Context: an optimization exercise on an open-source flow, tuned for small area, a short achievable clock period and few clock cycles. The choices shown serve that exercise and are no tape-out recipe. The RTL was checked by simulation tests, not by an equivalence proof against the original design.

## nickel
// viterbi_four_state_tagger_top
module viterbi_four_state_tagger_top #(
	parameter int MAX_LEN     = vft_pkg::MAX_LEN_DEF,
	parameter int SCORE_WIDTH = vft_pkg::SCORE_WIDTH_DEF
) (
	input  logic        clk,
	input  logic        arst_n,
	input  logic        s_tvalid,
	output logic        s_tready,
	input  logic [63:0] s_tdata,    
	input  logic        s_tuser,    
	input  logic        s_tlast,    
	output logic        m_tvalid,
	input  logic        m_tready,
	output logic [39:0] m_tdata,    
	output logic        m_tuser,    
	output logic        m_tlast,    
	input  logic        psel,
	input  logic        penable,
	input  logic        pwrite,
	input  logic [5:0]  paddr,
	input  logic [63:0] pwdata,
	output logic [63:0] prdata,
	output logic        pready
);
Settings: LEC_CHECK=0, ABC_AREA=1, CAP_MARGIN=20, CORE_MARGIN=2, CORE_UTILIZATION=55, PLACE_DENSITY=0.7, SLEW_MARGIN=20, TNS_END_PERCENT=20; clock period 15.0 ns.
standard.sh (not shown) runs the stock make flow with config.mk's settings and CLKGATE_MAP_FILE= SYNTH_SCRIPT=/design/flow/synth_recipe.tcl, a recipe that flattens the netlist after the stock synthesis.
==> flow/flow/run.sh <==
#!/bin/bash
# Layout: the standard flow (standard synthesis, floorplan, placement, CTS, routing,
# finish), with the timing repair aimed at a setup slack of 9 ns instead of 0, so that the
# worst paths get repaired well below the clock period. The clock period and constraints are
# the design's. make's full output goes to flow_make.log here; ORFS writes each step's log
# under orfs/logs/.
set -euo pipefail
bash standard.sh SETUP_SLACK_MARGIN=9 finish > flow_make.log 2>&1
Testbench counts of nickel, summed over its fixed seeds: cycles 13,608.
[inputs] willow vs nickel
diff --git a/flow/design.v b/flow/design.v
--- a/flow/design.v
+++ b/flow/design.v
@@ -94,23 +94,22 @@
 	logic [15:0]          tmem [16];
 	logic signed [PW-1:0] q_score [4];
 	logic                 q_trunc [4];
 	logic [5:0]           q_last  [4];
 	logic [1:0]           qw_q, qr_q;
 	logic [2:0]           qn_q;
 	logic [4:0]           urows_q;
-	logic [3:0]           wbase_q, rbase_q;
+	logic [3:0]           wbase_q, orow_q;
 	logic [5:0]           pos_q;
 	logic [3:0] nrows_new, nrows_head;
 	logic       can_pick, eng_free;
 	logic [1:0] t [8];
 	logic [1:0] cur_d;
 	logic [15:0] trow;
 	logic       head_ok, out_fire, pop;
-	logic [3:0] orow;
 	logic [15:0] orow_data;
 	assign nrows_new  = {1'b0, cnt[5:3]} + 4'd1;
 	assign eng_free   = ~busy_q | (lrow_q == 3'd0);
 	assign can_pick   = eng_free & (qn_q != 3'd4) & ({1'b0, urows_q} + {2'b0, nrows_new} <= 6'd16);
 	assign pick_go    = pend & can_pick;
 	assign stall      = pend & ~can_pick;
 	assign bp_rrow = lrow_q ^ {3{bdir_q}};
@@ -140,16 +139,15 @@
 	end
 	assign head_ok    = (qn_q != 3'd0) & ~(busy_q & (eidx_q == qr_q));
 	assign out_valid  = head_ok;
 	assign out_fire   = head_ok & out_ready;
 	assign out_last   = (pos_q == q_last[qr_q]);
 	assign pop        = out_fire & out_last;
 	assign nrows_head = {1'b0, q_last[qr_q][5:3]} + 4'd1;
-	assign orow       = rbase_q + {1'b0, pos_q[5:3]};
-	assign orow_data  = tmem[orow];
+	assign orow_data  = tmem[orow_q];
 	assign out_data   = {32'($signed(q_score[qr_q])), pos_q, orow_data[2*pos_q[2:0] +: 2]};
 	assign out_trunc  = q_trunc[qr_q];
 	always_ff @(posedge clk or negedge arst_n) begin
 		if (!arst_n) begin
 			busy_q  <= 1'b0;
 			bdir_q  <= 1'b0;
 			cur_q   <= '0;
@@ -158,15 +156,15 @@
 			off_q   <= '0;
 			wrow_q  <= '0;
 			qw_q    <= '0;
 			qr_q    <= '0;
 			qn_q    <= '0;
 			urows_q <= '0;
 			wbase_q <= '0;
-			rbase_q <= '0;
+			orow_q  <= '0;
 			pos_q   <= '0;
 		end else begin
 			if (busy_q) begin
 				cur_q  <= cur_d;
 				off_q  <= 3'd7;
 				lrow_q <= lrow_q - 3'd1;
 				wrow_q <= wrow_q - 4'd1;
@@ -183,18 +181,20 @@
 				off_q   <= cnt[2:0];
 				wrow_q  <= wbase_q + {1'b0, cnt[5:3]};
 				wbase_q <= wbase_q + nrows_new;
 				qw_q    <= qw_q + 2'd1;
 			end
 			if (out_fire) begin
 				pos_q <= pop ? 6'd0 : pos_q + 6'd1;
+				if (pop || pos_q[2:0] == 3'd7) begin
+					orow_q <= orow_q + 4'd1;
+				end
 			end
 			if (pop) begin
-				qr_q    <= qr_q + 2'd1;
-				rbase_q <= rbase_q + nrows_head;
+				qr_q <= qr_q + 2'd1;
 			end
 			qn_q    <= qn_q + {2'b0, pick_go} - {2'b0, pop};
 			urows_q <= urows_q + (pick_go ? {1'b0, nrows_new} : 5'd0) - (pop ? {1'b0, nrows_head} : 5'd0);
 		end
 	end
 endmodule
 module vft_dp (
@@ -225,14 +225,17 @@
 	logic [1:0]           px   [4];
 	logic signed [PW-1:0] m01  [4], m23 [4];
 	logic [1:0]           p01  [4], p23 [4];
 	logic signed [PW-1:0] tv, ev, cs_s, cs_c;
 	logic signed [PW-1:0] nxt  [4];
 	logic                 init, drop, acs;
 	logic [5:0]           wpos;
+	logic                 bp_we_q;
+	logic [5:0]           bp_waddr_q;
+	logic [7:0]           bp_wdata_q;
 	function automatic logic gt19(input logic [PW-1:0] a, input logic [PW-1:0] b);
 		logic [18:0] d;
 		d    = b[18:0] - a[18:0];
 		gt19 = d[18];
 	endfunction
 	assign init = in_first | ~open_q;
 	assign drop = ~init & (cnt_q == 6'd63);
@@ -301,18 +304,31 @@
 				if (in_last) begin
 					pend_q <= 1'b1;
 					dir_q  <= ~dir_q;
 				end
 			end
 		end
 	end
-	assign wpos     = cnt_q + 6'd1;
-	assign bp_we    = fire & acs;
-	assign bp_waddr = {wpos[5:3] ^ {3{dir_q}}, wpos[2:0]};
-	assign bp_wdata = {px[3], px[2], px[1], px[0]};
+	assign wpos = cnt_q + 6'd1;
+	always_ff @(posedge clk or negedge arst_n) begin
+		if (!arst_n) begin
+			bp_we_q <= 1'b0;
+		end else begin
+			bp_we_q <= fire & acs;
+		end
+	end
+	always_ff @(posedge clk) begin
+		if (fire && acs) begin
+			bp_waddr_q <= {wpos[5:3] ^ {3{dir_q}}, wpos[2:0]};
+			bp_wdata_q <= {px[3], px[2], px[1], px[0]};
+		end
+	end
+	assign bp_we    = bp_we_q;
+	assign bp_waddr = bp_waddr_q;
+	assign bp_wdata = bp_wdata_q;
 	assign pend       = pend_q;
 	assign cnt        = cnt_q;
 	assign trunc      = trunc_q;
 	assign dir        = dir_q;
 	assign best_score = mx[0];
 	assign best_state = px[0];
 endmodule
==> comparison <==
- In the tables for nickel and willow, die area reads higher with willow.
- willow against nickel: number of post-CTS setup repair buffers decreased about 1%, layout-stage area growth over the synthesis result decreased 0.75 points, share of the clock period used by the worst path increased 0.32 points.
- nickel vs willow, end of the critical path: u_bp.mem[6][56]$_DFFE_PP_ vs u_dp.path_q[2][11]$_DFFE_PP_
- Min global-route total usage across every layer across nickel and willow: willow
- NOTE TritonCTS sink count nickel->willow increased slightly
Testbench counts of willow, summed over its fixed seeds: cycles 13,608.

separate check: timing with driven ports:
In the flow no input, the clock included, has a driving cell. The finished layouts below were timed again as built, in two steps.
Step 1 assumes that a clkbuf_16 drives the clock port and a buf_2 every other input.
Step 2 also shifts input and output timing later by t, the mid clock arrival at the registers, as if the neighbouring blocks saw the same clock.
a / b / c = no drivers / after step 1 / after step 2; a / b = the first two.
run	shift t [ns]	setup WS [ns]	hold WS [ns]	worst setup path at the end	latest minus earliest clock arrival (ns)
nickel	0.905	7.533 / 7.517 / 7.517	0.467 / 0.467 / 0.467	input to output	0.073 / 0.073
willow	0.908	7.485 / 7.465 / 7.465	0.490 / 0.490 / 0.490	input to output	0.085 / 0.086
After both steps setup and hold are still met in every run listed. For willow, which loses most, drivers alone change the setup slack by -0.020 ns; drivers and shift together by -0.020 ns.
